This is an optimization exercise on Yosys and OpenROAD, whose aim is a short achievable clock period and few clock cycles, not a production implementation.
The RTL was checked by simulation tests, not by an equivalence proof against the original design.
Power figures rest on the tool's default switching activity, not on a simulated workload.

### design/flow/flow/run.sh
#!/bin/bash
cp standard.sh standard_sh.txt
cp config.mk config_orig.txt
echo 'export ADDER_MAP_FILE =' >> config.mk
bash standard.sh > standard.log 2>&1
### design/flow/standard.sh
#!/bin/bash
# synth_recipe.tcl (not shown) runs the flow's synth.tcl, then flattens the netlist and writes it again
# the make line also repeats each setting of config.mk as NAME=value (left out here)
make -C /OpenROAD-flow-scripts/flow DESIGN_CONFIG=/design/flow/config.mk WORK_HOME=/design/flow/orfs CLKGATE_MAP_FILE= SYNTH_SCRIPT=/design/flow/synth_recipe.tcl "${@:-finish}"
### design/flow/config.mk
export PLATFORM = sky130hd
export DESIGN_NAME = mipsPipeline
export DESIGN_NICKNAME = mipsPipeline
export VERILOG_FILES = /design/flow/design.v
export SDC_FILE = /design/flow/constraint.sdc
export NUM_CORES = 4
export LEC_CHECK = 0
export CAP_MARGIN = 20
export CORE_MARGIN = 10
export CORE_UTILIZATION = 30
export PLACE_DENSITY = 0.4
export SETUP_SLACK_MARGIN = 5
export SLEW_MARGIN = 20
export SYNTH_HIERARCHICAL = 1
export SYNTH_MINIMUM_KEEP_SIZE = 0
export ADDER_MAP_FILE =
### design/flow/constraint.sdc
create_clock -name core_clock -period 8.0 [get_ports {clk}]
set_input_delay 1.6000 -clock core_clock [delete_from_list [all_inputs] [get_ports {clk}]]
set_output_delay 1.6000 -clock core_clock [all_outputs]
set_load 0.01 [all_outputs]
### design/flow/design.v
package mipsPkg;
    typedef logic [31:0] wordT;
    typedef logic [29:0] wordAddrT;
    typedef logic [4:0]  regIdxT;
    typedef logic [15:0] immT;
    localparam wordT ResetPc = 32'h0000_0000;
    localparam int   NumRegs = 32;
    typedef enum logic [5:0] {
        opRtype = 6'h00,
        opJ     = 6'h02,
        opBeq   = 6'h04,
        opAddi  = 6'h08,
        opLw    = 6'h23,
        opSw    = 6'h2b
    } opcodeT;
    typedef enum logic [5:0] {
        fnAdd = 6'h20,
        fnSub = 6'h22,
        fnAnd = 6'h24,
        fnOr  = 6'h25,
        fnSlt = 6'h2a
    } functT;
    typedef enum logic [2:0] {
        aluAdd = 3'd0,
        aluSub = 3'd1,
        aluAnd = 3'd2,
        aluOr  = 3'd3,
        aluSlt = 3'd4
    } aluCtrlT;
    typedef enum logic [1:0] {
        fwdNone = 2'd0,
        fwdMem  = 2'd1,
        fwdWb   = 2'd2
    } fwdSelT;
    typedef struct packed {
        logic    regWrite;
        logic    memRead;
        logic    memWrite;
        logic    branch;
        logic    aluSrcImm;
        aluCtrlT aluCtrl;
    } ctrlT;
    typedef struct packed {
        wordT instr;
        wordT pcPlus4;
    } ifIdRegT;
    typedef struct packed {
        ctrlT   ctrl;
        regIdxT rs;
        regIdxT rt;
        regIdxT wsel;
        wordT   opA;
        wordT   opB;
        wordT   imm;
        wordT   branchTarget;
    } idExRegT;
    typedef struct packed {
        logic   regWrite;
        logic   memRead;
        logic   memWrite;
        logic   branch;
        logic   zero;
        wordT   aluOut;
        wordT   storeData;
        regIdxT wsel;
        wordT   branchTarget;
    } exMemRegT;
    typedef struct packed {
        logic   regWrite;
        logic   memRead;
        wordT   aluOut;
        wordT   loadData;
        regIdxT wsel;
    } memWbRegT;
endpackage
`timescale 1ns/1ns
module registerFile (
    input  logic        clk,
    input  logic        rst_n,
    input  logic [31:1] writeSel,
    input  logic [31:0] writeData,
    input  logic [31:1] readSelA,
    input  logic [31:1] readSelB,
    input  logic [31:1] readSelS,
    output logic [31:0] readA,
    output logic [31:0] readB,
    output logic [31:0] readS
);
    logic [31:0] regs [1:31];
    always_ff @(posedge clk or negedge rst_n) begin
        if (!rst_n) begin
            for (int i = 1; i < 32; i++) begin
                regs[i] <= '0;
            end
        end else begin
            for (int i = 1; i < 32; i++) begin
                if (writeSel[i]) regs[i] <= writeData;
            end
        end
    end
    always_comb begin
        readA = '0;
        readB = '0;
        readS = '0;
        for (int i = 1; i < 32; i++) begin
            readA = readA | ({32{readSelA[i]}} & regs[i]);
            readB = readB | ({32{readSelB[i]}} & regs[i]);
            readS = readS | ({32{readSelS[i]}} & regs[i]);
        end
    end
endmodule
`timescale 1ns/1ns
module fetchNext (
    input  logic [31:0] ins,
    input  logic [29:0] pc,
    input  logic [29:0] takenTgt,   
    input  logic        taken,      
    input  logic        stall,
    output logic [29:0] pc1,
    output logic [29:0] next,
    output logic        redir
);
    logic        isJ, take;
    logic [5:0]  lo;
    logic [24:0] hiUp, hiDn;
    logic [29:0] jt, bt, tgt, seq;
    logic        sT, sR, sS;
    assign pc1  = pc + 30'd1;
    assign hiUp = pc[29:5] + 25'd1;
    assign hiDn = pc[29:5] - 25'd1;
    fetchDecide fetchDecide_i (.ins(ins), .taken(taken), .isJ(isJ), .redir(redir), .take(take));
    assign lo    = {1'b0, pc[4:0]} + {1'b0, ins[4:0]} + 6'd1;
    assign jt    = {pc1[29:26], ins[25:0]};
    assign bt    = {ins[15] ? (lo[5] ? pc[29:5] : hiDn) : (lo[5] ? hiUp : pc[29:5]), lo[4:0]};
    assign seq = stall ? pc : pc1;
    assign tgt = isJ ? jt : bt;
    assign sT  = taken;
    assign sR  = take;                   
    assign sS  = !taken && !redir;
    assign next  = ({30{sT}} & takenTgt) | ({30{sR}} & tgt) | ({30{sS}} & seq);
endmodule
module fetchDecide (
    input  logic [31:0] ins,
    input  logic        taken,
    output logic        isJ,
    output logic        redir,
    output logic        take
);
    logic [4:0] x;
    logic       sameRsRt, opHi0, isBeqOp, isBs, allZ, allO, short;
    assign x        = ~(ins[25:21] ^ ins[20:16]);
    assign sameRsRt = &x;
    assign opHi0    = ~(ins[31] | ins[30] | ins[29] | ins[26]);
    assign isJ      = opHi0 & ~ins[28] &  ins[27];
    assign isBeqOp  = opHi0 &  ins[28] & ~ins[27];
    assign isBs     = isBeqOp & sameRsRt;
    assign allZ     = ~(|ins[15:5]);
    assign allO     = &ins[15:5];
    assign short    = allZ | allO;
    assign redir    = isJ | (isBs & short);
    assign take     = redir & ~taken;
endmodule
`timescale 1ns/1ns
module aluFwd (
    input  logic [31:0] a,
    input  logic [31:0] b,           
    input  logic        bInv,        
    input  logic        opArith,     
    input  logic        opAnd,
    input  logic        opOr,
    input  logic        opSlt,
    input  logic [31:0] loadData,    
    input  logic        selA,
    input  logic        selB,
    input  logic        selS,
    input  logic        invNext,     
    input  logic [31:0] altA,
    input  logic [31:0] altB,        
    input  logic [31:0] altS,
    output logic [31:0] res,
    output logic [31:0] nextA,
    output logic [31:0] nextB,
    output logic [31:0] nextS,
    output logic        eq
);
    logic [31:0] sum, early;
    logic        lt;
    ksAdd32 ksAdd32_i (.a(a), .b(b), .cin(bInv), .s(sum), .eq(eq));
    assign lt    = (a[31] == b[31]) ? a[31] : sum[31];
    assign early = ({32{opAnd}} & (a & b)) | ({32{opOr}} & (a | b)) | loadData;
    assign res   = ({32{opArith}} & sum) | {31'd0, opSlt && lt} | early;
    assign nextA = ({32{selA && opArith}} & sum) | {31'd0, selA && opSlt && lt} |
                   ({32{selA}} & early) | altA;
    assign nextB = ((({32{selB && opArith}} & sum) | {31'd0, selB && opSlt && lt} |
                     ({32{selB}} & early)) ^ {32{selB && invNext}}) | altB;
    assign nextS = ({32{selS && opArith}} & sum) | {31'd0, selS && opSlt && lt} |
                   ({32{selS}} & early) | altS;
endmodule
module ksAdd32 (
    input  logic [31:0] a,
    input  logic [31:0] b,
    input  logic        cin,
    output logic [31:0] s,
    output logic        eq
);
    logic [31:0] p;
    logic [5:0][31:0] G;
    logic [5:0][31:0] P;
    assign p = a ^ b;
    assign G[0][0]    = (a[0] & b[0]) | (p[0] & cin);
    assign G[0][31:1] = a[31:1] & b[31:1];
    assign P[0]       = p;
    for (genvar l = 0; l < 5; l++) begin : gLevel
        localparam int D = 1 << l;
        for (genvar i = 0; i < 32; i++) begin : gBit
            if (i >= 2 * D) begin : gBlack
                if (l % 2 == 0) begin : gN
                    ksBlackN u (.gh(G[l][i]), .ph(P[l][i]), .gl(G[l][i-D]), .pl(P[l][i-D]),
                                .gn(G[l+1][i]), .pn(P[l+1][i]));
                end else begin : gP
                    ksBlackP u (.ghN(G[l][i]), .phN(P[l][i]), .glN(G[l][i-D]), .plN(P[l][i-D]),
                                .g(G[l+1][i]), .p(P[l+1][i]));
                end
            end else if (i >= D) begin : gGray
                if (l % 2 == 0) begin : gN
                    ksGrayN u (.gh(G[l][i]), .ph(P[l][i]), .gl(G[l][i-D]), .gn(G[l+1][i]));
                end else begin : gP
                    ksGrayP u (.ghN(G[l][i]), .phN(P[l][i]), .glN(G[l][i-D]), .g(G[l+1][i]));
                end
                assign P[l+1][i] = 1'b0;     
            end else begin : gPass
                assign G[l+1][i] = ~G[l][i];
                assign P[l+1][i] = 1'b0;
            end
        end
    end
    assign s[0]    = p[0] ^ cin;
    assign s[31:1] = ~(p[31:1] ^ G[5][30:0]);
    logic [15:0] e1;
    logic [7:0]  e2;
    logic [3:0]  e3;
    logic [1:0]  e4;
    for (genvar i = 0; i < 16; i++) begin : gEq1
        ksNor2 u (.a(p[2*i]), .b(p[2*i+1]), .y(e1[i]));
    end
    for (genvar i = 0; i < 8; i++) begin : gEq2
        ksNand2 u (.a(e1[2*i]), .b(e1[2*i+1]), .y(e2[i]));
    end
    for (genvar i = 0; i < 4; i++) begin : gEq3
        ksNor2 u (.a(e2[2*i]), .b(e2[2*i+1]), .y(e3[i]));
    end
    for (genvar i = 0; i < 2; i++) begin : gEq4
        ksNand2 u (.a(e3[2*i]), .b(e3[2*i+1]), .y(e4[i]));
    end
    ksNor2 uEq5 (.a(e4[0]), .b(e4[1]), .y(eq));
endmodule
module ksBlackN (input logic gh, ph, gl, pl, output logic gn, pn);
    assign gn = ~(gh | (ph & gl));
    assign pn = ~(ph & pl);
endmodule
module ksGrayN (input logic gh, ph, gl, output logic gn);
    assign gn = ~(gh | (ph & gl));
endmodule
module ksBlackP (input logic ghN, phN, glN, plN, output logic g, p);
    assign g = ~(ghN & (phN | glN));
    assign p = ~(phN | plN);
endmodule
module ksGrayP (input logic ghN, phN, glN, output logic g);
    assign g = ~(ghN & (phN | glN));
endmodule
module ksNor2 (input logic a, b, output logic y);
    assign y = ~(a | b);
endmodule
module ksNand2 (input logic a, b, output logic y);
    assign y = ~(a & b);
endmodule
`timescale 1ns/1ns
module mipsPipeline (
    input  logic        clk,
    input  logic        rst_n,
    output logic [29:0] icacheAddr,
    input  logic [31:0] icacheRdata,
    input  logic        icacheStall,
    output logic        dcacheRen,
    output logic        dcacheWen,
    output logic [29:0] dcacheAddr,
    output logic [31:0] dcacheWdata,
    input  logic [31:0] dcacheRdata,
    input  logic        dcacheStall
);
    localparam logic [5:0] OpR = 6'h00, OpJ = 6'h02, OpBeq = 6'h04, OpAddi = 6'h08,
                           OpLw = 6'h23, OpSw = 6'h2b;
    localparam logic [5:0] FnAdd = 6'h20, FnSub = 6'h22, FnAnd = 6'h24, FnOr = 6'h25,
                           FnSlt = 6'h2a;
    logic freeze;
    assign freeze = icacheStall || dcacheStall;
    logic [29:0] pc;             
    logic        dValid;
    logic [31:0] dIns;
    logic [29:0] dPc1;
    logic        dAE, dAM, dAW, dBE, dBM, dBW, dBI, dSE, dSM, dSW, dInvB;
    logic [31:1] dAR, dBR, dSR;
    logic        eRegWrite, eRead, eWrite, eBeq;    
    logic        eELoad;                            
    logic        eArith, eInv, eAnd, eOr, eSlt;
    logic [4:0]  eWsel;
    logic [31:0] eA, eB, eS;
    logic [29:0] eBt;
    logic        mRegWrite, mRead;
    logic [4:0]  mWsel;
    logic [31:1] mWsel1h;
    logic [31:0] mAlu;
    logic        pRen, pWen;
    logic [29:0] pAddr;
    logic [31:0] pWdata;
    logic [31:0] wbData;
    logic        wRegWrite;
    logic [31:1] wWsel1h;
    logic [31:0] wData;
    logic [31:0] aluOut;
    logic        stallD;
    logic        takenE;
    logic [29:0] dBt;
    logic [29:0] pc1, pcNext;
    logic        fRedir;
    assign icacheAddr = pc;
    fetchNext fetchNext_i (
        .ins      (icacheRdata),
        .pc       (pc),
        .takenTgt (eBt),
        .taken    (takenE),
        .stall    (stallD),
        .pc1      (pc1),
        .next     (pcNext),
        .redir    (fRedir)
    );
    always_ff @(posedge clk or negedge rst_n) begin
        if (!rst_n) begin
            pc <= '0;
        end else if (!freeze) begin
            pc <= pcNext;
        end
    end
    always_ff @(posedge clk or negedge rst_n) begin
        if (!rst_n) begin
            dValid <= 1'b0;
        end else if (!freeze) begin
            if (takenE)           dValid <= 1'b0;
            else if (!stallD)     dValid <= !fRedir;
        end
    end
    always_ff @(posedge clk) begin
        if (!freeze && !stallD) begin
            dIns   <= icacheRdata;
            dPc1   <= pc1;
        end
    end
    logic [5:0]  op, fn;
    logic [4:0]  rs, rt, rd, wsel;
    logic [31:0] immExt;
    logic        isR, isAddi, isLw, isSw, isBeq, useImm;
    logic        regWrite, usesRs, usesRt;
    logic [31:0] regA, regB, regS, valA, valB, valS, nextA, nextB, nextS;
    assign op = dIns[31:26];
    assign fn = dIns[5:0];
    assign rs = dIns[25:21];
    assign rt = dIns[20:16];
    assign rd = dIns[15:11];
    assign immExt = {{16{dIns[15]}}, dIns[15:0]};
    assign isR    = dValid && (op == OpR) &&
                    (fn == FnAdd || fn == FnSub || fn == FnAnd || fn == FnOr || fn == FnSlt);
    assign isAddi = dValid && (op == OpAddi);
    assign isLw   = dValid && (op == OpLw);
    assign isSw   = dValid && (op == OpSw);
    assign isBeq  = dValid && (op == OpBeq);
    assign dBt    = dPc1 + immExt[29:0];
    assign useImm = (op == OpAddi) || (op == OpLw) || (op == OpSw);
    assign wsel     = (op == OpR) ? rd : rt;
    assign regWrite = (isR || isAddi || isLw) && (wsel != 5'd0);
    assign usesRs   = isR || isAddi || isLw || isSw || isBeq;
    assign usesRt   = isR || isSw || isBeq;
    assign stallD = eRead && eRegWrite &&
                    ((usesRs && eWsel == rs) || (usesRt && eWsel == rt));
    registerFile registerFile_i (
        .clk       (clk),
        .rst_n     (rst_n),
        .writeSel  (wWsel1h),
        .writeData (wData),
        .readSelA  (dAR),
        .readSelB  (dBR),
        .readSelS  (dSR),
        .readA     (regA),
        .readB     (regB),
        .readS     (regS)
    );
    logic matchEB;
    assign matchEB = eRegWrite && (eWsel == rt);
    logic early;
    assign early = (isLw || (isSw && !matchEB)) && (rs == 5'd0) && !(eRead || eWrite);
    assign valA = regA | ({32{dAM}} & wbData) | ({32{dAW}} & wData);
    assign valB = regB | ({32{dBM}} & wbData) | ({32{dBW}} & wData) | ({32{dBI}} & immExt);
    assign valS = regS | ({32{dSM}} & wbData) | ({32{dSW}} & wData);
    logic [4:0]  rsN, rtN;
    logic [5:0]  opN, fnN;
    logic        immN, hitEA, hitMA, hitWA, hitEB, hitMB, hitWB;
    logic [31:0] rsN1h, rtN1h;
    assign rsN   = stallD ? rs : icacheRdata[25:21];
    assign rtN   = stallD ? rt : icacheRdata[20:16];
    assign opN   = stallD ? op : icacheRdata[31:26];
    assign fnN   = stallD ? fn : icacheRdata[5:0];
    assign immN  = (opN == OpAddi) || (opN == OpLw) || (opN == OpSw);
    assign hitEA = !stallD && regWrite && (wsel == rsN);
    assign hitMA = eRegWrite && (eWsel == rsN);
    assign hitWA = mRegWrite && (mWsel == rsN);
    assign hitEB = !stallD && regWrite && (wsel == rtN);
    assign hitMB = eRegWrite && (eWsel == rtN);
    assign hitWB = mRegWrite && (mWsel == rtN);
    always_comb begin
        rsN1h = '0;
        rtN1h = '0;
        rsN1h[rsN] = 1'b1;
        rtN1h[rtN] = 1'b1;
    end
    always_ff @(posedge clk) begin
        if (!freeze) begin
            dAE   <= hitEA;
            dAM   <= !hitEA && hitMA;
            dAW   <= !hitEA && !hitMA && hitWA;
            dAR   <= (hitEA || hitMA || hitWA) ? 31'd0 : rsN1h[31:1];
            dBE   <= !immN && hitEB;
            dBM   <= !immN && !hitEB && hitMB;
            dBW   <= !immN && !hitEB && !hitMB && hitWB;
            dBI   <= immN;
            dBR   <= (immN || hitEB || hitMB || hitWB) ? 31'd0 : rtN1h[31:1];
            dSE   <= hitEB;
            dSM   <= !hitEB && hitMB;
            dSW   <= !hitEB && !hitMB && hitWB;
            dSR   <= (hitEB || hitMB || hitWB) ? 31'd0 : rtN1h[31:1];
            dInvB <= (opN == OpR) && (fnN == FnSub || fnN == FnSlt);
        end
    end
    always_ff @(posedge clk or negedge rst_n) begin
        if (!rst_n) begin
            eRegWrite <= 1'b0;
            eRead     <= 1'b0;
            eWrite    <= 1'b0;
            eELoad    <= 1'b0;
            eBeq      <= 1'b0;
        end else if (!freeze) begin
            if (takenE || stallD) begin
                eRegWrite <= 1'b0;
                eRead     <= 1'b0;
                eWrite    <= 1'b0;
                eELoad    <= 1'b0;
                eBeq      <= 1'b0;
            end else begin
                eRegWrite <= regWrite;
                eRead     <= isLw && !early;
                eWrite    <= isSw && !early;
                eELoad    <= isLw && early;
                eBeq      <= isBeq;
            end
        end
    end
    always_ff @(posedge clk or negedge rst_n) begin
        if (!rst_n) begin
            pRen <= 1'b0;
            pWen <= 1'b0;
        end else if (!freeze) begin
            if (eRead || eWrite) begin
                pRen <= eRead;
                pWen <= eWrite;
            end else begin
                pRen <= isLw && early && !takenE && !stallD;
                pWen <= isSw && early && !takenE && !stallD;
            end
        end
    end
    always_ff @(posedge clk) begin
        if (!freeze) begin
            if (eRead || eWrite) begin
                pAddr  <= aluOut[31:2];
                pWdata <= eS;
            end else begin
                pAddr  <= immExt[31:2];
                pWdata <= valS;
            end
        end
    end
    always_ff @(posedge clk) begin
        if (!freeze) begin
            eArith <= isR ? (fn == FnAdd || fn == FnSub) : !(isLw && early);
            eInv   <= isR && (fn == FnSub || fn == FnSlt);
            eAnd  <= isR && fn == FnAnd;
            eOr   <= isR && fn == FnOr;
            eSlt  <= isR && fn == FnSlt;
            eWsel <= wsel;
            eA    <= nextA;
            eB    <= nextB;
            eS    <= nextS;
            eBt   <= dBt;
        end
    end
    logic [31:0] wsel1h;
    logic eqE;
    aluFwd aluFwd_i (
        .a        (eA),
        .b        (eB),
        .bInv     (eInv),
        .opArith  (eArith),
        .opAnd    (eAnd),
        .opOr     (eOr),
        .opSlt    (eSlt),
        .loadData ({32{eELoad}} & dcacheRdata),
        .selA     (dAE),
        .selB     (dBE),
        .selS     (dSE),
        .altA     (valA),
        .invNext  (dInvB),
        .altB     (valB ^ {32{dInvB && !dBE}}),
        .altS     (valS),
        .res      (aluOut),
        .nextA    (nextA),
        .nextB    (nextB),
        .nextS    (nextS),
        .eq       (eqE)
    );
    assign takenE = eBeq && eqE;
    always_comb begin
        wsel1h = '0;
        wsel1h[eWsel] = eRegWrite;
    end
    always_ff @(posedge clk or negedge rst_n) begin
        if (!rst_n) begin
            mRegWrite <= 1'b0;
            mRead     <= 1'b0;
            mWsel1h   <= '0;
        end else if (!freeze) begin
            mRegWrite <= eRegWrite;
            mRead     <= eRead;
            mWsel1h   <= wsel1h[31:1];
        end
    end
    always_ff @(posedge clk) begin
        if (!freeze) begin
            mWsel <= eWsel;
            mAlu  <= aluOut;
        end
    end
    assign dcacheRen   = pRen;
    assign dcacheWen   = pWen;
    assign dcacheAddr  = pAddr;
    assign dcacheWdata = pWdata;
    assign wbData      = mRead ? dcacheRdata : mAlu;
    always_ff @(posedge clk or negedge rst_n) begin
        if (!rst_n) begin
            wRegWrite <= 1'b0;
            wWsel1h   <= '0;
        end else if (!freeze) begin
            wRegWrite <= mRegWrite;
            wWsel1h   <= mWsel1h;
        end
    end
    always_ff @(posedge clk) begin
        if (!freeze) begin
            wData <= wbData;
        end
    end
endmodule
==> impl_metrics.env, run 1 <==
export IMPL_vdd_drop_max_v=0.000180
export IMPL_finalSetupTns_ps=0
export IMPL_drc=0
export IMPL_ys_flop_type="dfrtp_1"
export IMPL_first_global_vias=71500
export IMPL_ys_warn_count=9
export IMPL_fin_cells=11500
export IMPL_cts_sinks=1527
export IMPL_cp_max_fo=8
export IMPL_globalRouteTotalUtil_pct=28.5
export IMPL_ys_seq_area_share_pct=48.5
export IMPL_h_tree_depth=4
export IMPL_overflow=0
export IMPL_postLayoutSetupSlackWorst_ps=4500
export IMPL_drt_iter0_drc=10800
export IMPL_synth_seq_cells=1527
export IMPL_max_slew_worst_pin_slew_ps=1240
export IMPL_grt_pass1_wl_mm=608
export IMPL_slew_violations=0
export IMPL_initial_core_util_pct=30.1
export IMPL_wl_mm=454
export IMPL_fin_crit_sh_pct=43.7
export IMPL_syn_area_mm2=0.0833
export IMPL_clk_pin_slew_worst_paths_ps=60
export IMPL_fmax_mhz=286
export IMPL_worstReg2RegStart="eB[29]$_DFFE_PN_"
export IMPL_first_pass_iters=10
export IMPL_wire_per_inst_um=39.6
export IMPL_end_kind="flop"
export IMPL_viasPerCell=6.46
export IMPL_powerDensity_mw_per_mm2=229
export IMPL_rsz0062_at_grt="yes"
export IMPL_synth_edff_count=433
export IMPL_clockBufferDepth=4
export IMPL_numCtsBuffers=195
export IMPL_vias=74100
export IMPL_fp_dieW_um=547
export IMPL_io_buffers=161
export IMPL_netlist_instances=7293
export IMPL_status="timing/DRC/antenna clean"
export IMPL_hold_viol=0
export IMPL_p_total_mw=23.7
export IMPL_finClkSkew_ps=48.7
export IMPL_io_pin_count=162
export IMPL_die_area_mm2=0.299
export IMPL_gp_routability_congestion=0.903
export IMPL_power_leakage_nw=42.1
export IMPL_start_kind="flop"
export IMPL_cts_root_buf="clkbuf_16"
export IMPL_ys_types=109
export IMPL_die_h_um=547
export IMPL_place_hpwl_mm=263
export IMPL_drive_gt1_share_pct=38.4
export IMPL_place_ws_ps=2650
export IMPL_layout_commonest_cell="a22oi_1"
export IMPL_synth_area_per_cell_um2=11.4
export IMPL_cp_required_ps=8790
export IMPL_holdWs_ps=447
export IMPL_nNetsFinal=7651
export IMPL_dp_cells=10700
export IMPL_critPathLaunch="eB[29]$_DFFE_PN_"
export IMPL_tritoncts="done"
export IMPL_core_mm2=0.276
export IMPL_min_period_ps=3500
export IMPL_min_from="mWsel1h[12]$_DFFE_PN0N_"
export IMPL_maxSlewHeadroom_pct=17.3
export IMPL_setup_viol=0
export IMPL_fillerInstances=26700
export IMPL_rows=193
export IMPL_max_cap_violations=0
export IMPL_area_growth_pct=24.2
export IMPL_antenna_found_initial=47
export IMPL_clock_latency_ps=920
export IMPL_grt_start_max_net_pins=165
export IMPL_hold_class="flop to flop"
export IMPL_async_flop_share_pct=71.6
export IMPL_final_cell_mix="a22oi_1 (1,146), mux2_2 (1,067), dfrtp_1 (1,034), edfxtp_1 (433), buf_4 (426)"
export IMPL_crit_type="flop to flop"
export IMPL_ant_nets=0
export IMPL_worst_ep_arrival_time_ps=4280
[worst paths after layout]
kind	slack, ps	cells past startpoint	to
max reg2reg	4500	21	pc[23]$_DFFE_PN0N_
min in group asynchronous	640	1	pWen$_DFFE_PN0N_
max in group asynchronous	5520	3	registerFile_i.regs[26][9]$_DFFE_PN0P_
max	4500	21	pc[23]$_DFFE_PN0N_
min	450	2	wWsel1h[12]$_DFFE_PN0N_
min reg2reg	450	2	wWsel1h[12]$_DFFE_PN0N_
[layout make-up]
type / count / area (µm²) / share of cell area [%]
diodes: 22 / 55.1 / 0.0532
clock buffers: 292 / 5720 / 5.53
clock inverters: 60 / 572 / 0.553
inverters: 76 / 343 / 0.331
multi-input cells: 5010 / 43800 / 42.4
flip-flops and latches: 1527 / 40500 / 39.2
well taps: 3705 / 4640 / 4.48
repair buffers: 772 / 7780 / 7.52
repair inverters: 1 / 5.00 / 0.00484
[registers in the layout, indices dropped and copies added (netlist names), 31 cells and up]
name	flops
wData	32
dBR	31
eS	32
dAR	31
dIns	32
eB	32
eA	32
wWsel1h	31
mWsel1h	31
registerFile_i.regs	992
pWdata	32
dSR	31
mAlu	32
[synthesized netlist by cell type, types with 103 or more instances]
library cell  instances  share of area, %
nand3_1             248               1.5
a22oi_1            1170                11
nand4_1             212               1.6
mux2_2             1073                15
or4_1               103              0.93
buf_1               116              0.52
clkbuf_1            497               2.2
nor2_1              212              0.96
nand2_1             386               1.7
dfrtp_1            1094                33
a22o_1              115               1.2
edfxtp_1            433                16
xnor2_1             145               1.5
a222oi_1            106               1.3
[metrics by stage]
step           area, µm²  utilization [%]
3_3_place_gp       88700             32.1
4_1_cts           101000             36.5
2_1_floorplan      83600                -
6_report          103000             37.4
3_5_place_dp       88900             32.2
5_1_grt           103000             37.4
[Yosys stat by module, one instance, submodules excluded, a selection]
module	cells	cell area, µm²	flip-flops and latches	times used
ksBlackN	2	12.5	0	52
ksBlackP	2	12.5	0	42
ksNand2	1	3.75	0	10
fetchDecide	24	174	0	1
mipsPipeline	1776	23600	535	1
ksGrayN	1	8.76	0	20
ksAdd32	103	797	0	1
ksGrayP	1	5.00	0	10
fetchNext	450	2800	0	1
[per-layer routing]
metal	vias to the layer above	part of all wire (%)	global-route usage (%)
li1	29300	-	-
met4	17	6.3	14.7
met1	38200	39	36.2
met5	-	0.061	0.174
met3	1378	12	11.1
met2	5201	42	41.9
[what timing repair did]
item,in CTS,in global routing
gates resized for setup,1171,320
gates cloned,26,10
hold buffers,0,0
pin swaps,268,190
buffers inserted,264,86
endpoints found under the setup margin,623,520
endpoints found under the hold margin,0,0
[kinds of logic (layout without fill, tap and decap cells)]
logic type,after synthesis,after routing,share of synthesized area [%]
flip-flops,1527,1527,48.5
AO/OA/AOI/OAI,2174,2175,21.0
multiplexers,1097,1097,14.8
buffers and inverters,763,1201,3.77
other,0,22,0
XOR/XNOR,243,243,2.56
AND/OR/NAND/NOR,1480,1486,9.28
adder cells (fa/ha/maj),9,9,0.111
[critical path, cell delays in order (launching register included)]
cell	delay (ps)
edfxtp_1	470
xor2_2	250
nor2_1	130
nand2_1	70
nor2_2	120
nand2_2	160
nor2_4	490
nand2_2	110
inv_2	110
buf_12	110
inv_8	30
nand2b_4	60
o41ai_2	60
buf_4	170
and2_4	200
buf_4	150
a22oi_2	130
o311a_1	230
mux2_4	170
o22ai_2	50
nand2_1	70
nand2_1	50
[where the power goes]
group / leakage (nW) / switching (mW) / internal [mW]
Sequential: 19.0 / 0.703 / 8.78
Combinational: 19.9 / 3.16 / 2.11
Clock: 3.11 / 3.75 / 5.21
Testbench counts, summed over its fixed seeds: cycles 155,364.
==> run 2: changes to the inputs <==
--- a/design/flow/design.v
+++ b/design/flow/design.v
@@ -75,16 +75,11 @@
 endpackage
 `timescale 1ns/1ns
 module registerFile (
-    input  logic        clk,
-    input  logic        rst_n,
-    input  logic [31:1] writeSel,
-    input  logic [31:0] writeData,
-    input  logic [31:1] readSelA,
-    input  logic [31:1] readSelB,
-    input  logic [31:1] readSelS,
-    output logic [31:0] readA,
-    output logic [31:0] readB,
-    output logic [31:0] readS
+    input  logic          clk,
+    input  logic          rst_n,
+    input  logic [31:1]   writeSel,
+    input  logic [31:0]   writeData,
+    output logic [991:0]  q             
 );
     logic [31:0] regs [1:31];
     always_ff @(posedge clk or negedge rst_n) begin
@@ -99,16 +94,56 @@
         end
     end
     always_comb begin
-        readA = '0;
-        readB = '0;
-        readS = '0;
         for (int i = 1; i < 32; i++) begin
-            readA = readA | ({32{readSelA[i]}} & regs[i]);
-            readB = readB | ({32{readSelB[i]}} & regs[i]);
-            readS = readS | ({32{readSelS[i]}} & regs[i]);
+            q[32*(i-1) +: 32] = regs[i];
         end
     end
 endmodule
+module readTree (
+    input  logic [991:0] q,
+    input  logic [31:0]  wb,
+    input  logic [31:0]  wd,
+    input  logic [31:0]  im,
+    input  logic [31:1]  selR,
+    input  logic         selWb,
+    input  logic         selWd,
+    input  logic         selIm,
+    output logic [31:0]  y
+);
+    logic [33:0] s;
+    assign s = {selIm, selWd, selWb, selR};
+    for (genvar b = 0; b < 32; b++) begin : gBit
+        logic [33:0] d;
+        logic [16:0] l1;
+        logic [5:0]  l2;
+        logic [1:0]  l3;
+        for (genvar i = 0; i < 31; i++) begin : gD
+            assign d[i] = q[32*i + b];
+        end
+        assign d[31] = wb[b];
+        assign d[32] = wd[b];
+        assign d[33] = im[b];
+        for (genvar k = 0; k < 17; k++) begin : gL1
+            rtAoi22 u (.a1(s[2*k]), .b1(d[2*k]), .a2(s[2*k+1]), .b2(d[2*k+1]), .y(l1[k]));
+        end
+        for (genvar k = 0; k < 5; k++) begin : gL2
+            rtNand3 u (.a(l1[3*k]), .b(l1[3*k+1]), .c(l1[3*k+2]), .y(l2[k]));
+        end
+        ksNand2 uL2 (.a(l1[15]), .b(l1[16]), .y(l2[5]));
+        rtNor3 uL3a (.a(l2[0]), .b(l2[1]), .c(l2[2]), .y(l3[0]));
+        rtNor3 uL3b (.a(l2[3]), .b(l2[4]), .c(l2[5]), .y(l3[1]));
+        ksNand2 uL4 (.a(l3[0]), .b(l3[1]), .y(y[b]));
+    end
+endmodule
+module rtAoi22 (input logic a1, b1, a2, b2, output logic y);
+    assign y = ~((a1 & b1) | (a2 & b2));
+endmodule
+module rtNand3 (input logic a, b, c, output logic y);
+    assign y = ~(a & b & c);
+endmodule
+module rtNor3 (input logic a, b, c, output logic y);
+    assign y = ~(a | b | c);
+endmodule
 `timescale 1ns/1ns
 module fetchNext (
     input  logic [31:0] ins,
@@ -128,7 +163,9 @@
     assign pc1  = pc + 30'd1;
     assign hiUp = pc[29:5] + 25'd1;
     assign hiDn = pc[29:5] - 25'd1;
-    fetchDecide fetchDecide_i (.ins(ins), .taken(taken), .isJ(isJ), .redir(redir), .take(take));
+    logic        stay;
+    fetchDecide fetchDecide_i (.ins(ins), .taken(taken), .isJ(isJ), .redir(redir), .take(take),
+                               .stay(stay));
     assign lo    = {1'b0, pc[4:0]} + {1'b0, ins[4:0]} + 6'd1;
     assign jt    = {pc1[29:26], ins[25:0]};
     assign bt    = {ins[15] ? (lo[5] ? pc[29:5] : hiDn) : (lo[5] ? hiUp : pc[29:5]), lo[4:0]};
@@ -136,15 +173,19 @@
     assign tgt = isJ ? jt : bt;
     assign sT  = taken;
     assign sR  = take;                   
-    assign sS  = !taken && !redir;
-    assign next  = ({30{sT}} & takenTgt) | ({30{sR}} & tgt) | ({30{sS}} & seq);
+    assign sS  = stay;                   
+    for (genvar i = 0; i < 30; i++) begin : gNext
+        mux3oh u (.s0(sT), .d0(takenTgt[i]), .s1(sR), .d1(tgt[i]), .s2(sS), .d2(seq[i]),
+                  .y(next[i]));
+    end
 endmodule
 module fetchDecide (
     input  logic [31:0] ins,
     input  logic        taken,
     output logic        isJ,
     output logic        redir,
-    output logic        take
+    output logic        take,
+    output logic        stay
 );
     logic [4:0] x;
     logic       sameRsRt, opHi0, isBeqOp, isBs, allZ, allO, short;
@@ -159,6 +200,14 @@
     assign short    = allZ | allO;
     assign redir    = isJ | (isBs & short);
     assign take     = redir & ~taken;
+    assign stay     = ~(redir | taken);
+endmodule
+module mux3oh (input logic s0, d0, s1, d1, s2, d2, output logic y);
+    logic n01;
+    rtAoi22 u01 (.a1(s0), .b1(d0), .a2(s1), .b2(d1), .y(n01));
+    logic n2;
+    ksNand2 u2 (.a(s2), .b(d2), .y(n2));
+    ksNand2 uy (.a(n01), .b(n2), .y(y));
 endmodule
 `timescale 1ns/1ns
 module aluFwd (
@@ -274,6 +323,16 @@
 module ksNand2 (input logic a, b, output logic y);
     assign y = ~(a & b);
 endmodule
+module holdMux #(
+    parameter int W = 1
+) (
+    input  logic         hold,
+    input  logic [W-1:0] q,
+    input  logic [W-1:0] d,
+    output logic [W-1:0] y
+);
+    assign y = hold ? q : d;
+endmodule
 `timescale 1ns/1ns
 module mipsPipeline (
     input  logic        clk,
@@ -309,6 +368,7 @@
     logic        mRegWrite, mRead;
     logic [4:0]  mWsel;
     logic [31:1] mWsel1h;
+    logic [31:0] wsel1h;         
     logic [31:0] mAlu;
     logic        pRen, pWen;
     logic [29:0] pAddr;
@@ -323,7 +383,12 @@
     logic [29:0] dBt;
     logic [29:0] pc1, pcNext;
     logic        fRedir;
-    assign icacheAddr = pc;
+    logic [29:0] icAddr, icAddrNext;
+    assign icacheAddr = icAddr;
+    holdMux #(.W(30)) holdI_i (.hold(freeze), .q(icAddr), .d(pcNext), .y(icAddrNext));
+    always_ff @(posedge clk) begin
+        icAddr <= rst_n ? icAddrNext : 30'd0;
+    end
     fetchNext fetchNext_i (
         .ins      (icacheRdata),
         .pc       (pc),
@@ -360,7 +425,7 @@
     logic [31:0] immExt;
     logic        isR, isAddi, isLw, isSw, isBeq, useImm;
     logic        regWrite, usesRs, usesRt;
-    logic [31:0] regA, regB, regS, valA, valB, valS, nextA, nextB, nextS;
+    logic [31:0] valA, valB, valS, nextA, nextB, nextS;
     assign op = dIns[31:26];
     assign fn = dIns[5:0];
     assign rs = dIns[25:21];
@@ -379,27 +444,24 @@
     assign regWrite = (isR || isAddi || isLw) && (wsel != 5'd0);
     assign usesRs   = isR || isAddi || isLw || isSw || isBeq;
     assign usesRt   = isR || isSw || isBeq;
-    assign stallD = eRead && eRegWrite &&
-                    ((usesRs && eWsel == rs) || (usesRt && eWsel == rt));
+    logic [991:0] regQ;
     registerFile registerFile_i (
         .clk       (clk),
         .rst_n     (rst_n),
         .writeSel  (wWsel1h),
         .writeData (wData),
-        .readSelA  (dAR),
-        .readSelB  (dBR),
-        .readSelS  (dSR),
-        .readA     (regA),
-        .readB     (regB),
-        .readS     (regS)
+        .q         (regQ)
     );
+    readTree readA_i (.q(regQ), .wb(wbData), .wd(wData), .im(immExt),
+                      .selR(dAR), .selWb(dAM), .selWd(dAW), .selIm(1'b0), .y(valA));
+    readTree readB_i (.q(regQ), .wb(wbData), .wd(wData), .im(immExt),
+                      .selR(dBR), .selWb(dBM), .selWd(dBW), .selIm(dBI), .y(valB));
+    readTree readS_i (.q(regQ), .wb(wbData), .wd(wData), .im(immExt),
+                      .selR(dSR), .selWb(dSM), .selWd(dSW), .selIm(1'b0), .y(valS));
     logic matchEB;
     assign matchEB = eRegWrite && (eWsel == rt);
     logic early;
     assign early = (isLw || (isSw && !matchEB)) && (rs == 5'd0) && !(eRead || eWrite);
-    assign valA = regA | ({32{dAM}} & wbData) | ({32{dAW}} & wData);
-    assign valB = regB | ({32{dBM}} & wbData) | ({32{dBW}} & wData) | ({32{dBI}} & immExt);
-    assign valS = regS | ({32{dSM}} & wbData) | ({32{dSW}} & wData);
     logic [4:0]  rsN, rtN;
     logic [5:0]  opN, fnN;
     logic        immN, hitEA, hitMA, hitWA, hitEB, hitMB, hitWB;
@@ -415,6 +477,26 @@
     assign hitEB = !stallD && regWrite && (wsel == rtN);
     assign hitMB = eRegWrite && (eWsel == rtN);
     assign hitWB = mRegWrite && (mWsel == rtN);
+    logic [31:1] pend1h;
+    always_comb begin
+        pend1h = mWsel1h | wsel1h[31:1];
+        if (!stallD && regWrite) pend1h[wsel] = 1'b1;
+    end
+    logic validN, isRN, usesRsN, usesRtN, stallNext;
+    assign validN    = stallD ? dValid : !fRedir;
+    assign isRN      = (opN == OpR) &&
+                       (fnN == FnAdd || fnN == FnSub || fnN == FnAnd || fnN == FnOr || fnN == FnSlt);
+    assign usesRsN   = isRN || (opN == OpAddi) || (opN == OpLw) || (opN == OpSw) || (opN == OpBeq);
+    assign usesRtN   = isRN || (opN == OpSw) || (opN == OpBeq);
+    assign stallNext = !stallD && !takenE && validN && isLw && !early && regWrite &&
+                       ((usesRsN && wsel == rsN) || (usesRtN && wsel == rtN));
+    always_ff @(posedge clk or negedge rst_n) begin
+        if (!rst_n) begin
+            stallD <= 1'b0;
+        end else if (!freeze) begin
+            stallD <= stallNext;
+        end
+    end
     always_comb begin
         rsN1h = '0;
         rtN1h = '0;
@@ -426,16 +508,16 @@
             dAE   <= hitEA;
             dAM   <= !hitEA && hitMA;
             dAW   <= !hitEA && !hitMA && hitWA;
-            dAR   <= (hitEA || hitMA || hitWA) ? 31'd0 : rsN1h[31:1];
+            dAR   <= rsN1h[31:1] & ~pend1h;
             dBE   <= !immN && hitEB;
             dBM   <= !immN && !hitEB && hitMB;
             dBW   <= !immN && !hitEB && !hitMB && hitWB;
             dBI   <= immN;
-            dBR   <= (immN || hitEB || hitMB || hitWB) ? 31'd0 : rtN1h[31:1];
+            dBR   <= rtN1h[31:1] & ~pend1h & {31{!immN}};
             dSE   <= hitEB;
             dSM   <= !hitEB && hitMB;
             dSW   <= !hitEB && !hitMB && hitWB;
-            dSR   <= (hitEB || hitMB || hitWB) ? 31'd0 : rtN1h[31:1];
+            dSR   <= rtN1h[31:1] & ~pend1h;
             dInvB <= (opN == OpR) && (fnN == FnSub || fnN == FnSlt);
         end
     end
@@ -462,30 +544,26 @@
             end
         end
     end
-    always_ff @(posedge clk or negedge rst_n) begin
-        if (!rst_n) begin
-            pRen <= 1'b0;
-            pWen <= 1'b0;
-        end else if (!freeze) begin
-            if (eRead || eWrite) begin
-                pRen <= eRead;
-                pWen <= eWrite;
-            end else begin
-                pRen <= isLw && early && !takenE && !stallD;
-                pWen <= isSw && early && !takenE && !stallD;
-            end
-        end
+    logic        pRenNew, pWenNew, pRenNext, pWenNext;
+    logic [29:0] pAddrNew, pAddrNext;
+    logic [31:0] pWdataNew, pWdataNext;
+    assign pRenNew   = (eRead || eWrite) ? eRead  : (isLw && early && !takenE && !stallD);
+    assign pWenNew   = (eRead || eWrite) ? eWrite : (isSw && early && !takenE && !stallD);
+    assign pAddrNew  = (eRead || eWrite) ? aluOut[31:2] : immExt[31:2];
+    assign pWdataNew = (eRead || eWrite) ? eS : valS;
+    holdMux #(.W(64)) holdP_i (
+        .hold (freeze),
+        .q    ({pRen, pWen, pAddr, pWdata}),
+        .d    ({pRenNew, pWenNew, pAddrNew, pWdataNew}),
+        .y    ({pRenNext, pWenNext, pAddrNext, pWdataNext})
+    );
+    always_ff @(posedge clk) begin
+        pRen <= rst_n && pRenNext;
+        pWen <= rst_n && pWenNext;
     end
     always_ff @(posedge clk) begin
-        if (!freeze) begin
-            if (eRead || eWrite) begin
-                pAddr  <= aluOut[31:2];
-                pWdata <= eS;
-            end else begin
-                pAddr  <= immExt[31:2];
-                pWdata <= valS;
-            end
-        end
+        pAddr  <= pAddrNext;
+        pWdata <= pWdataNext;
     end
     always_ff @(posedge clk) begin
         if (!freeze) begin
@@ -501,7 +579,6 @@
             eBt   <= dBt;
         end
     end
-    logic [31:0] wsel1h;
     logic eqE;
     aluFwd aluFwd_i (
         .a        (eA),
==> impl_metrics.env, run 2 <==
export IMPL_status="timing/DRC/antenna clean"
export IMPL_drc=0
export IMPL_clockPowerShare_pct=35.3
export IMPL_numCtsBuffers=201
export IMPL_viasPerCell=5.84
export IMPL_area_growth_pct=18.5
export IMPL_max_cap_violations=0
export IMPL_tritoncts="done"
export IMPL_slew_violations=0
export IMPL_vdd_drop_max_v=0.000177
export IMPL_powerDensity_mw_per_mm2=229
export IMPL_io_buffers=161
export IMPL_netlist_top_cell_by_area="dfrtp_1"
export IMPL_synth_commonest_cells="a22oi_2 (1,662), dfrtp_1 (1,093), nand2_1 (805), mux2_2 (648), nand3_1 (537)"
export IMPL_synth_top_area_share_pct=28.2
export IMPL_die_area_mm2=0.346
export IMPL_hold_viol=0
export IMPL_async_flop_share_pct=70.2
export IMPL_fp_dieW_um=589
export IMPL_clockBufferDepth=4
export IMPL_final_cell_mix="a22oi_2 (1,662), dfrtp_1 (1,036), nand2_1 (785), mux2_2 (643), nand3_1 (535)"
export IMPL_cts_root_buf="clkbuf_16"
export IMPL_h_tree_depth=4
export IMPL_worstHoldPathCells=2
export IMPL_met2_usage_pct=37.4
export IMPL_crit_type="flop to flop"
export IMPL_initial_core_util_pct=30.2
export IMPL_first_pass_iters=5
export IMPL_power_leakage_nw=44.1
export IMPL_core_mm2=0.321
export IMPL_ys_flop_type="dfrtp_1"
export IMPL_fmax_mhz=323
export IMPL_seqPwrFrac_pct=38.7
export IMPL_fin_crit_sh_pct=38.7
export IMPL_synthTopCellsByArea="dfrtp_1 (28%), a22oi_2 (21%), edfxtp_1 (11%)"
export IMPL_wire_per_inst_um=35.3
export IMPL_end_kind="flop"
export IMPL_wl_mm=452
export IMPL_rr_worst_depth=7
export IMPL_first_global_vias=75300
export IMPL_rsz0062_at_grt="yes"
export IMPL_synth_most_common_cell="a22oi_2"
export IMPL_ant_nets=0
export IMPL_drt_iter0_drc=6829
export IMPL_grt_start_max_net_pins=144
export IMPL_drive_gt1_share_pct=52.8
export IMPL_fin_area_mm2=0.115
export IMPL_power_net_switching_mw=9.02
export IMPL_setup_viol=0
export IMPL_cp_max_fo=32
export IMPL_ys_seq_area_share_pct=41.6
export IMPL_critPathLaunch="dBR[11]$_DFFE_PN_"
export IMPL_layout_commonest_cell="a22oi_2"
export IMPL_antenna_found_initial=5
export IMPL_met3_usage_pct=4.40
export IMPL_overflow=0
export IMPL_largest_reg_flops=992
export IMPL_vias=74600
export IMPL_gp_routability_congestion=0.856
export IMPL_synth_area_per_cell_um2=12.4
export IMPL_finalSetupTns_ps=0
export IMPL_ys_warn_count=9
export IMPL_ys_types=103
export IMPL_min_from="wWsel1h[13]$_DFFE_PN0N_"
export IMPL_min_period_ps=3100
export IMPL_cp_required_ps=8640
export IMPL_busiest_layer="met2"
export IMPL_p_comb_share_pct=25.9
export IMPL_placed_area_mm2=0.104
export IMPL_rows=208
export IMPL_largest_register="registerFile_i.regs"
export IMPL_die_h_um=589
export IMPL_worst_ep_arrival_time_ps=3740
export IMPL_synth_edff_count=371
export IMPL_nNetsFinal=8380
export IMPL_cts_sinks=1558
export IMPL_syn_area_mm2=0.0970
export IMPL_finClkSkew_ps=60.7
export IMPL_clk_pin_slew_worst_paths_ps=60
export IMPL_io_pin_count=162
export IMPL_maxSlewHeadroom_pct=23.4
export IMPL_max_slew_worst_pin_slew_ps=1150
export IMPL_met1_usage_pct=34.3
export IMPL_clock_latency_ps=920
export IMPL_worstReg2RegStart="dBR[11]$_DFFE_PN_"
export IMPL_switching_share_pct=34.4
export IMPL_hold_class="flop to flop"
export IMPL_start_kind="flop"
export IMPL_globalRouteTotalUtil_pct=24.8
export IMPL_netlist_instances=7847
export IMPL_internal_power_mw=17.2
export IMPL_place_hpwl_mm=278
export IMPL_synth_seq_cells=1558
export IMPL_grt_pass1_wl_mm=622
## run 2: cell types whose count changed in the layout (fill, tap and decap cells not counted), moves of 76 or more
cell      delta
a22oi_2   +1638
a22oi_1   -1142
mux2_4     +477
mux2_2     -424
nand2_1    +420
nand3_1    +360
nand4_1    -183
nor3_2     +140
a22o_1     -112
a222oi_1   -106
dfxtp_2     +77
or4_4       -76
## run 2: cells by family after synthesis
| logic type | synth area share [%] |
|---|---|
| AOI/OAI and AO/OA | 26.2 |
| and+or+nand+nor | 11.5 |
| DFF | 41.6 |
| muxes | 15.1 |
| buffers and inverters | 3.07 |
| xor gates and xnor gates | 2.36 |
| adders and majority gates | 0.119 |
| other | 0.00387 |
## run 2: worst paths after layout
path	end	slack, ps
worst max-delay path	eB[9]$_DFFE_PN_	4900
worst min-delay path	wWsel1h[13]$_DFFE_PN0N_	480
worst max register to register	eB[9]$_DFFE_PN_	4900
worst min register to register	wWsel1h[13]$_DFFE_PN0N_	480
max in group asynchronous	registerFile_i.regs[14][1]$_DFFE_PN0P_	5670
min in group asynchronous	registerFile_i.regs[16][25]$_DFFE_PN0P_	740
## run 2: Yosys stat by module, one instance, submodules excluded, a selection
module        cells  times used
ksBlackN          2          52
ksAdd32         103           1
rtNor3            1         192
fetchDecide      23           1
fetchNext       414           1
ksBlackP          2          42
rtAoi22           1        1662
aluFwd          288           1
rtNand3           1         480
registerFile   2204           1
ksNor2            1          21
mipsPipeline   1876           1
ksGrayP           1          10
ksNand2           1         262
ksGrayN           1          20
## run 2: power groups by stage
stage	clock network, mW	logic (mW)	registers (mW)
3_3_place_gp	0	6.12	10.2
6_report	9.27	6.81	10.2
3_5_place_dp	0	6.14	10.2
4_1_cts	9.51	6.55	10.1
5_1_grt	9.80	7.12	10.3
2_1_floorplan	0	3.66	10.1
## run 2: critical path, stage by stage, from the launching register on
cell,delay [ps]
edfxtp_1,350
buf_4,410
a22oi_2,310
nand3_1,170
nor3_2,730
nand2_1,380
xnor2_1,220
a211o_1,250
## run 2: final cells by class
| type | instances | area, µm² |
|---|---|---|
| antenna | 1 | 2.50 |
| clock buffer | 291 | 5900 |
| clock inverter | 80 | 684 |
| fill | 31400 | 207000 |
| inverter | 63 | 256 |
| multi-input combinational | 5883 | 56400 |
| sequential | 1558 | 40600 |
| tap | 4305 | 5390 |
| timing repair buffer | 604 | 5620 |
| timing repair inverter | 1 | 7.51 |
## run 2: layer usage
layer  up-vias  part of all wire [%]
met2      3072                    43
met5         -                 0.018
met1     39500                    45
li1      31200                     -
met3       846                   6.5
met4         2                   5.7
## run 2: metrics by stage
stage	setup slack, ps	hold slack (ps)	power [mW]	utilization (%)	cells
6_report	4900	476	26.2	35.7	12800
5_1_grt	4880	492	27.2	35.7	12800
4_1_cts	4900	482	26.2	35.2	12700
3_5_place_dp	2250	468	16.4	32.3	12200
3_3_place_gp	2330	464	16.3	32.3	12200
2_1_floorplan	3400	424	13.8	-	7910
## run 2: what timing repair did
item	CTS	global route
setup buffers	120	69
gates resized for setup	928	242
pin swaps	41	102
endpoints found under the setup margin	776	268
gates cloned	7	4
hold buffers	0	0
Testbench counts of run 2, summed over its fixed seeds: cycles 155,364.
==> run 3: changes to the inputs <==
--- a/design/flow/design.v
+++ b/design/flow/design.v
@@ -151,6 +151,8 @@
     input  logic [29:0] takenTgt,   
     input  logic        taken,      
     input  logic        stall,
+    input  logic        hold,       
+    input  logic        run,        
     output logic [29:0] pc1,
     output logic [29:0] next,
     output logic        redir
@@ -159,7 +161,7 @@
     logic [5:0]  lo;
     logic [24:0] hiUp, hiDn;
     logic [29:0] jt, bt, tgt, seq;
-    logic        sT, sR, sS;
+    logic        sT, sR, sS, sH, ok;
     assign pc1  = pc + 30'd1;
     assign hiUp = pc[29:5] + 25'd1;
     assign hiDn = pc[29:5] - 25'd1;
@@ -171,12 +173,14 @@
     assign bt    = {ins[15] ? (lo[5] ? pc[29:5] : hiDn) : (lo[5] ? hiUp : pc[29:5]), lo[4:0]};
     assign seq = stall ? pc : pc1;
     assign tgt = isJ ? jt : bt;
-    assign sT  = taken;
-    assign sR  = take;                   
-    assign sS  = stay;                   
+    assign ok  = run & ~hold;
+    assign sT  = taken & ok;
+    assign sR  = take & ok;              
+    assign sS  = stay & ok;              
+    assign sH  = hold & run;
     for (genvar i = 0; i < 30; i++) begin : gNext
-        mux3oh u (.s0(sT), .d0(takenTgt[i]), .s1(sR), .d1(tgt[i]), .s2(sS), .d2(seq[i]),
-                  .y(next[i]));
+        mux4oh u (.s0(sT), .d0(takenTgt[i]), .s1(sR), .d1(tgt[i]), .s2(sS), .d2(seq[i]),
+                  .s3(sH), .d3(pc[i]), .y(next[i]));
     end
 endmodule
 module fetchDecide (
@@ -209,6 +213,12 @@
     ksNand2 u2 (.a(s2), .b(d2), .y(n2));
     ksNand2 uy (.a(n01), .b(n2), .y(y));
 endmodule
+module mux4oh (input logic s0, d0, s1, d1, s2, d2, s3, d3, output logic y);
+    logic n01, n23;
+    rtAoi22 u01 (.a1(s0), .b1(d0), .a2(s1), .b2(d1), .y(n01));
+    rtAoi22 u23 (.a1(s2), .b1(d2), .a2(s3), .b2(d3), .y(n23));
+    ksNand2 uy (.a(n01), .b(n23), .y(y));
+endmodule
 `timescale 1ns/1ns
 module aluFwd (
     input  logic [31:0] a,
@@ -323,15 +333,20 @@
 module ksNand2 (input logic a, b, output logic y);
     assign y = ~(a & b);
 endmodule
-module holdMux #(
+module mux3ohW #(
     parameter int W = 1
 ) (
-    input  logic         hold,
+    input  logic         sq,
     input  logic [W-1:0] q,
+    input  logic         sm,
+    input  logic [W-1:0] m,
+    input  logic         sd,
     input  logic [W-1:0] d,
     output logic [W-1:0] y
 );
-    assign y = hold ? q : d;
+    for (genvar i = 0; i < W; i++) begin : gBit
+        mux3oh u (.s0(sq), .d0(q[i]), .s1(sm), .d1(m[i]), .s2(sd), .d2(d[i]), .y(y[i]));
+    end
 endmodule
 `timescale 1ns/1ns
 module mipsPipeline (
@@ -383,11 +398,10 @@
     logic [29:0] dBt;
     logic [29:0] pc1, pcNext;
     logic        fRedir;
-    logic [29:0] icAddr, icAddrNext;
+    logic [29:0] icAddr;
     assign icacheAddr = icAddr;
-    holdMux #(.W(30)) holdI_i (.hold(freeze), .q(icAddr), .d(pcNext), .y(icAddrNext));
     always_ff @(posedge clk) begin
-        icAddr <= rst_n ? icAddrNext : 30'd0;
+        icAddr <= pcNext;
     end
     fetchNext fetchNext_i (
         .ins      (icacheRdata),
@@ -395,6 +409,8 @@
         .takenTgt (eBt),
         .taken    (takenE),
         .stall    (stallD),
+        .hold     (freeze),
+        .run      (rst_n),
         .pc1      (pc1),
         .next     (pcNext),
         .redir    (fRedir)
@@ -402,7 +418,7 @@
     always_ff @(posedge clk or negedge rst_n) begin
         if (!rst_n) begin
             pc <= '0;
-        end else if (!freeze) begin
+        end else begin
             pc <= pcNext;
         end
     end
@@ -544,22 +560,29 @@
             end
         end
     end
-    logic        pRenNew, pWenNew, pRenNext, pWenNext;
-    logic [29:0] pAddrNew, pAddrNext;
-    logic [31:0] pWdataNew, pWdataNext;
-    assign pRenNew   = (eRead || eWrite) ? eRead  : (isLw && early && !takenE && !stallD);
-    assign pWenNew   = (eRead || eWrite) ? eWrite : (isSw && early && !takenE && !stallD);
-    assign pAddrNew  = (eRead || eWrite) ? aluOut[31:2] : immExt[31:2];
-    assign pWdataNew = (eRead || eWrite) ? eS : valS;
-    holdMux #(.W(64)) holdP_i (
-        .hold (freeze),
-        .q    ({pRen, pWen, pAddr, pWdata}),
-        .d    ({pRenNew, pWenNew, pAddrNew, pWdataNew}),
-        .y    ({pRenNext, pWenNext, pAddrNext, pWdataNext})
+    logic        pRenNext, pWenNext;
+    logic [29:0] pAddrNext;
+    logic [31:0] pWdataNext;
+    logic pSelQ, pSelM, pSelD;
+    assign pSelQ = freeze;
+    assign pSelM = !freeze && (eRead || eWrite);
+    assign pSelD = !freeze && !(eRead || eWrite);
+    mux3ohW #(.W(62)) muxP_i (
+        .sq (pSelQ), .q ({pAddr, pWdata}),
+        .sm (pSelM), .m ({aluOut[31:2], eS}),
+        .sd (pSelD), .d ({immExt[31:2], valS}),
+        .y  ({pAddrNext, pWdataNext})
+    );
+    mux3ohW #(.W(2)) muxPen_i (
+        .sq (pSelQ && rst_n), .q ({pRen, pWen}),
+        .sm (pSelM && rst_n), .m ({eRead, eWrite}),
+        .sd (pSelD && rst_n), .d ({isLw && early && !takenE && !stallD,
+                                   isSw && early && !takenE && !stallD}),
+        .y  ({pRenNext, pWenNext})
     );
     always_ff @(posedge clk) begin
-        pRen <= rst_n && pRenNext;
-        pWen <= rst_n && pWenNext;
+        pRen <= pRenNext;
+        pWen <= pWenNext;
     end
     always_ff @(posedge clk) begin
         pAddr  <= pAddrNext;
==> impl_metrics.env, run 3 <==
export IMPL_numCtsBuffers=200
export IMPL_antenna_found_initial=14
export IMPL_finClkSkew_ps=73.0
export IMPL_min_period_ps=3160
export IMPL_fin_cells=12600
export IMPL_fin_area_mm2=0.115
export IMPL_whs_endpoint="pWdata[29]$_DFF_P_"
export IMPL_end_kind="flop"
export IMPL_multi_input_area_mm2=0.0558
export IMPL_power_leakage_nw=44.6
export IMPL_drt_iter0_drc=7214
export IMPL_layout_commonest_cell="a22oi_2"
export IMPL_hold_class="flop to flop"
export IMPL_drc=0
export IMPL_status="timing/DRC/antenna clean"
export IMPL_fillerInstances=30900
export IMPL_rows=207
export IMPL_cts_root_buf="clkbuf_16"
export IMPL_place_hpwl_mm=280
export IMPL_hold_viol=0
export IMPL_area_growth_pct=19.3
export IMPL_gp_routability_congestion=0.874
export IMPL_wire_per_inst_um=36.1
export IMPL_synthTopCellsByArea="dfrtp_1 (28%), a22oi_2 (23%), edfxtp_1 (12%)"
export IMPL_min_from="eS[29]$_DFFE_PP_"
export IMPL_vdd_drop_max_v=0.000176
export IMPL_worstHoldPathCells=2
export IMPL_synth_edff_count=371
export IMPL_fmax_mhz=316
export IMPL_ff2ff_setup_slack_ps=4840
export IMPL_globalRouteTotalUtil_pct=25.4
export IMPL_synth_most_common_cell="a22oi_2"
export IMPL_synth_xor_area_share_pct=2.40
export IMPL_powerDensity_mw_per_mm2=213
export IMPL_wl_mm=455
export IMPL_synth_seq_cells=1558
export IMPL_largest_register="registerFile_i.regs"
export IMPL_ys_flop_type="dfrtp_1"
export IMPL_fin_crit_sh_pct=39.5
export IMPL_placed_area_mm2=0.103
export IMPL_grt_pass1_wl_mm=623
export IMPL_vias=74500
export IMPL_initial_core_util_pct=30.2
export IMPL_die_h_um=586
export IMPL_synthMuxAreaShare_pct=14.0
export IMPL_async_flop_share_pct=70.2
export IMPL_nNetsFinal=8322
export IMPL_drive_gt1_share_pct=53.6
export IMPL_worstReg2RegStart="dBR[9]$_DFFE_PP_"
export IMPL_synth_commonest_cells="a22oi_2 (1,756), dfrtp_1 (1,093), nand2_1 (662), mux2_2 (655), nand3_1 (545)"
export IMPL_syn_area_mm2=0.0961
export IMPL_dp_cells=12000
export IMPL_synth_compound_area_share_pct=27.6
export IMPL_first_global_vias=74700
export IMPL_synthSimpleGateAreaFrac_pct=11.1
export IMPL_final_cell_mix="a22oi_2 (1,758), dfrtp_1 (1,055), mux2_2 (653), nand2_1 (635), nand3_1 (541)"
export IMPL_tritoncts="done"
export IMPL_worst_ep_arrival_time_ps=3790
export IMPL_synth_fa_ha_area_share_pct=0.0638
export IMPL_overflow=0
export IMPL_synth_area_per_cell_um2=12.5
export IMPL_setup_viol=0
export IMPL_finalSetupTns_ps=0
export IMPL_maxSlewHeadroom_pct=20.8
export IMPL_synth_top_family_by_area="compound AO/OA/AOI/OAI gates"
export IMPL_reg2reg_to="eB[28]$_DFFE_PP_"
export IMPL_clock_latency_ps=910
export IMPL_ys_types=98
export IMPL_max_cap_violations=0
export IMPL_cts_sinks=1558
export IMPL_clockBufferDepth=4
export IMPL_core_mm2=0.318
export IMPL_first_pass_iters=6
export IMPL_die_area_mm2=0.343
export IMPL_ff_latch_area_mm2=0.0406
export IMPL_ys_seq_area_share_pct=42.0
export IMPL_ys_warn_count=9
export IMPL_slew_violations=0
export IMPL_ant_nets=0
export IMPL_rsz0062_at_grt="yes"
export IMPL_cp_max_fo=19
export IMPL_crit_type="flop to flop"
export IMPL_io_pin_count=162
export IMPL_largest_reg_flops=992
export IMPL_start_kind="flop"
export IMPL_grt_start_max_net_pins=125
export IMPL_synth_top_area_share_pct=28.5
export IMPL_netlist_instances=7687
export IMPL_io_buffers=161
export IMPL_max_slew_worst_pin_slew_ps=1190
export IMPL_netlist_top_cell_by_area="dfrtp_1"
export IMPL_ctsHoldBuffers=0
export IMPL_viasPerCell=5.91
export IMPL_cp_required_ps=8630
export IMPL_clk_pin_slew_worst_paths_ps=60
export IMPL_rr_worst_depth=8
export IMPL_h_tree_depth=4
export IMPL_fp_dieW_um=586
run 3: changes by cell type in the layout (fill, tap and decap cells not counted), sizes merged, moves of 12 or more:
cell and change:
nand2 -143, a22oi +96, mux2 -84, buf +60, a21o -20, nor4 +18, and2 -15, clkdlybuf4s50 +12
run 3: worst max path at each step:
stage | depth (start not counted) | endpoint | start | slack (ps)
after floorplan | 8 | eBt[22]$_DFFE_PP_ | dIns[15]$_DFFE_PP_ | 4140
after global routing | 11 | dAR[1]$_DFFE_PP_ | dIns[30]$_DFFE_PP_ | 4850
final | 8 | eB[28]$_DFFE_PP_ | dBR[9]$_DFFE_PP_ | 4840
after detailed placement | 9 | pc[19]$_DFF_PN0_ | icacheRdata[4] | 3330
after CTS | 1 | dcacheWdata[3] | pWdata[3]$_DFF_P_ | 4860
after global placement | 9 | pc[19]$_DFF_PN0_ | icacheRdata[4] | 3360
run 3: where the power goes:
group	switching (mW)	internal [mW]
clock	3.90	5.37
combinational	3.54	2.08
sequential	0.743	8.74
run 3: area by class of cell:
type	instances	share of cell area, %
multi-input cells	5752	48.7
flip-flops and latches	1558	35.4
repair buffers	675	5.40
clock buffers	287	5.02
well taps	4180	4.56
clock inverters	82	0.651
inverters	67	0.247
diodes	4	0.00873
run 3: metrics by stage:
stage	setup slack [ps]	util [%]	power, mW	hold WS [ps]
6_report	4840	36.0	24.4	462
5_1_grt	4850	36.0	25.2	475
4_1_cts	4860	35.3	24.3	466
3_5_place_dp	3330	32.4	14.7	451
3_3_place_gp	3360	32.4	14.6	445
2_1_floorplan	4140	-	12.2	424
run 3: modules after synthesis (local to each module, per instance), excerpt:
module        cell area (µm²)  cells
mipsPipeline            22100   1625
rtNor3                   10.0      1
ksBlackP                 12.5      2
rtNand3                  5.00      1
ksBlackN                 12.5      2
rtAoi22                  12.5      1
ksNand2                  3.75      1
ksAdd32                   797    103
run 3: kinds of logic (layout without fill, tap and decap cells):
group	Yosys count	after routing
AO/OA/AOI/OAI	2313	2313
AND/OR/NAND/NOR	2039	2044
flip-flops	1558	1558
multiplexers	1063	1063
buffers and inverters	445	1111
XOR/XNOR	262	262
adder cells (fa/ha/maj)	6	6
other	1	68
run 3: critical path, stage by stage, from the launching register on:
cell and delay (ps):
edfxtp_1 420, buf_4 270, buf_4 380, a22oi_2 260, nand3_1 140, nor3_2 520
nand2_1 390, xnor2_1 230, a211o_1 240
run 3: per-layer routing:
layer	vias up	GRT usage [%]	part of all wire [%]	wire, µm
li1	31100	-	-	-
met3	790	4.16	6.4	29000
met2	2993	38.4	44	198000
met5	-	0	0	0
met1	39600	35.4	45	203000
met4	0	11.8	5.4	24500
run 3: timing repair:
item	in CTS	in global routing
resized for setup	832	255
endpoints found under the setup margin	543	419
gates cloned	6	4
pin swaps	49	112
setup buffers	137	119
Testbench counts of run 3, summed over its fixed seeds: cycles 155,364.
==> run 4: changes to the inputs <==
--- a/design/flow/config.mk
+++ b/design/flow/config.mk
@@ -7,8 +7,8 @@
 export LEC_CHECK = 0
 export CAP_MARGIN = 20
 export CORE_MARGIN = 10
-export CORE_UTILIZATION = 30
-export PLACE_DENSITY = 0.4
+export CORE_UTILIZATION = 40
+export PLACE_DENSITY = 0.55
 export SETUP_SLACK_MARGIN = 5
 export SLEW_MARGIN = 20
 export SYNTH_HIERARCHICAL = 1
==> impl_metrics.env, run 4 <==
export IMPL_hold_class="flop to flop"
export IMPL_max_cap_violations=0
export IMPL_min_from="eS[0]$_DFFE_PP_"
export IMPL_synth_edff_count=371
export IMPL_tritoncts="done"
export IMPL_cpMostUsedCell="buf_4"
export IMPL_viasPerCell=6.61
export IMPL_layout_commonest_cell="a22oi_2"
export IMPL_vias=75400
export IMPL_vdd_drop_max_v=0.000227
export IMPL_rsz0062_at_grt="yes"
export IMPL_synth_top_area_share_pct=28.5
export IMPL_worstReg2RegStart="dBR[1]$_DFFE_PP_"
export IMPL_status="timing/DRC/antenna clean"
export IMPL_worstHoldPathCells=2
export IMPL_async_flop_share_pct=70.2
export IMPL_fmax_mhz=326
export IMPL_ff2ff_setup_slack_ps=4930
export IMPL_io_pin_count=162
export IMPL_cp_required_ps=8610
export IMPL_place_hpwl_mm=241
export IMPL_netlist_instances=7687
export IMPL_wire_per_inst_um=35.7
export IMPL_ys_flop_type="dfrtp_1"
export IMPL_fin_cells=11400
export IMPL_synth_commonest_cells="a22oi_2 (1,756), dfrtp_1 (1,093), nand2_1 (662), mux2_2 (655), nand3_1 (545)"
export IMPL_ant_nets=0
export IMPL_setup_viol=0
export IMPL_overflow=0
export IMPL_initial_core_util_pct=40.3
export IMPL_path_delay_family="simple AND/OR/NAND/NOR gates"
export IMPL_antenna_found_initial=7
export IMPL_max_slew_worst_pin_slew_ps=1210
export IMPL_h_tree_depth=4
export IMPL_start_kind="flop"
export IMPL_crit_type="flop to flop"
export IMPL_routed_top_layer="met5"
export IMPL_nNetsFinal=8155
export IMPL_critPathMaxStageDelay_ps=530
export IMPL_cts_root_buf="clkbuf_16"
export IMPL_grt_start_max_net_pins=150
export IMPL_grt_pass1_wl_mm=566
export IMPL_crit_buf_inv=2
export IMPL_min_period_ps=3070
export IMPL_hold_viol=0
export IMPL_holdWs_ps=461
export IMPL_syn_area_mm2=0.0961
export IMPL_wl_met1_mm=169
export IMPL_netlist_top_cell_by_area="dfrtp_1"
-- run 4: Yosys stat by module (local to each module, per instance), excerpt --
module / area [µm²] / flops+latches / times used
fetchNext: 2580 / 0 / 1
ksGrayN: 8.76 / 0 / 20
rtNand3: 5.00 / 0 / 480
ksNor2: 3.75 / 0 / 21
ksNand2: 3.75 / 0 / 360
aluFwd: 2120 / 0 / 1
fetchDecide: 155 / 0 / 1
ksAdd32: 797 / 0 / 1
rtAoi22: 12.5 / 0 / 1756
-- run 4: report_power, final --
part	switching [mW]	leakage (nW)	internal, mW
Clock	3.70	3.01	5.01
Sequential	0.742	19.2	8.74
Combinational	3.32	21.2	1.87
-- run 4: kinds of logic after synthesis --
logic type | Yosys count | synth area share (%)
compound gates | 2313 | 27.6
simple gates | 2039 | 11.1
flops | 1558 | 42.0
mux | 1063 | 14.0
buf+inv | 445 | 2.84
xor+xnor | 262 | 2.40
fa+ha+maj | 6 | 0.0638
other cells | 1 | 0.00390
-- run 4: tightest hold or removal path, delay by kind of cell (launching register included) --
family / cells / cell delay, ps
flip-flops: 1 / 330
AO/OA/AOI/OAI: 1 / 50
AND/OR/NAND/NOR: 1 / 50
-- run 4: what timing repair did --
action / in CTS / in global routing
setup buffers: 80 / 56
endpoints found under the setup margin: 656 / 352
endpoints found under the hold margin: 0 / 0
gates resized for setup: 693 / 160
cloned: 8 / 1
pin swaps: 30 / 51
-- run 4: final cells by class --
cell class,instances,area [µm²]
Antenna cell,7,17.5
Clock buffer,280,5380
Timing Repair Buffer,527,4540
Timing Repair inverter,1,8.76
Multi-Input combinational cell,5750,55000
Tap cell,3167,3960
Clock inverter,58,808
Fill cell,21600,128000
Sequential cell,1558,40600
Inverter,67,275
-- run 4: worst max path at each step --
stage                       startpoint                end  slack (ps)  cells after the start
global route           eB[2]$_DFFE_PP_   eB[28]$_DFFE_PP_        4860                     10
CTS                    eA[2]$_DFFE_PP_   eB[28]$_DFFE_PP_        4900                     10
finish                dBR[1]$_DFFE_PP_   eB[12]$_DFFE_PP_        4930                      8
floorplan           dIns[15]$_DFFE_PP_  eBt[22]$_DFFE_PP_        4140                      8
detailed placement     icacheRdata[31]   pc[27]$_DFF_PN0_        3130                     11
global placement       icacheRdata[30]   pc[27]$_DFF_PN0_        3170                     11
-- run 4: routing by layer --
metal	up-vias	track usage, %
li1	30700	-
met1	39200	40.6
met2	4478	43.4
met3	1029	7.44
met4	2	17.6
met5	-	0
-- run 4: stage by stage --
stage / cell area, µm² / total power [mW] / util, %
2_1_floorplan: 96700 / 12.2 / -
6_report: 111000 / 23.4 / 46.4
3_3_place_gp: 102000 / 14.3 / 42.6
3_5_place_dp: 102000 / 14.4 / 42.6
4_1_cts: 109000 / 23.2 / 45.9
5_1_grt: 111000 / 24.0 / 46.4

Setup slack of run 4, layout unchanged: 4.933 ns with ideal ports, 4.886 ns with driving cells assumed (clock clkbuf_16, inputs buf_2), 4.117 ns with port delays also shifted by the 0.933 ns mid clock arrival.
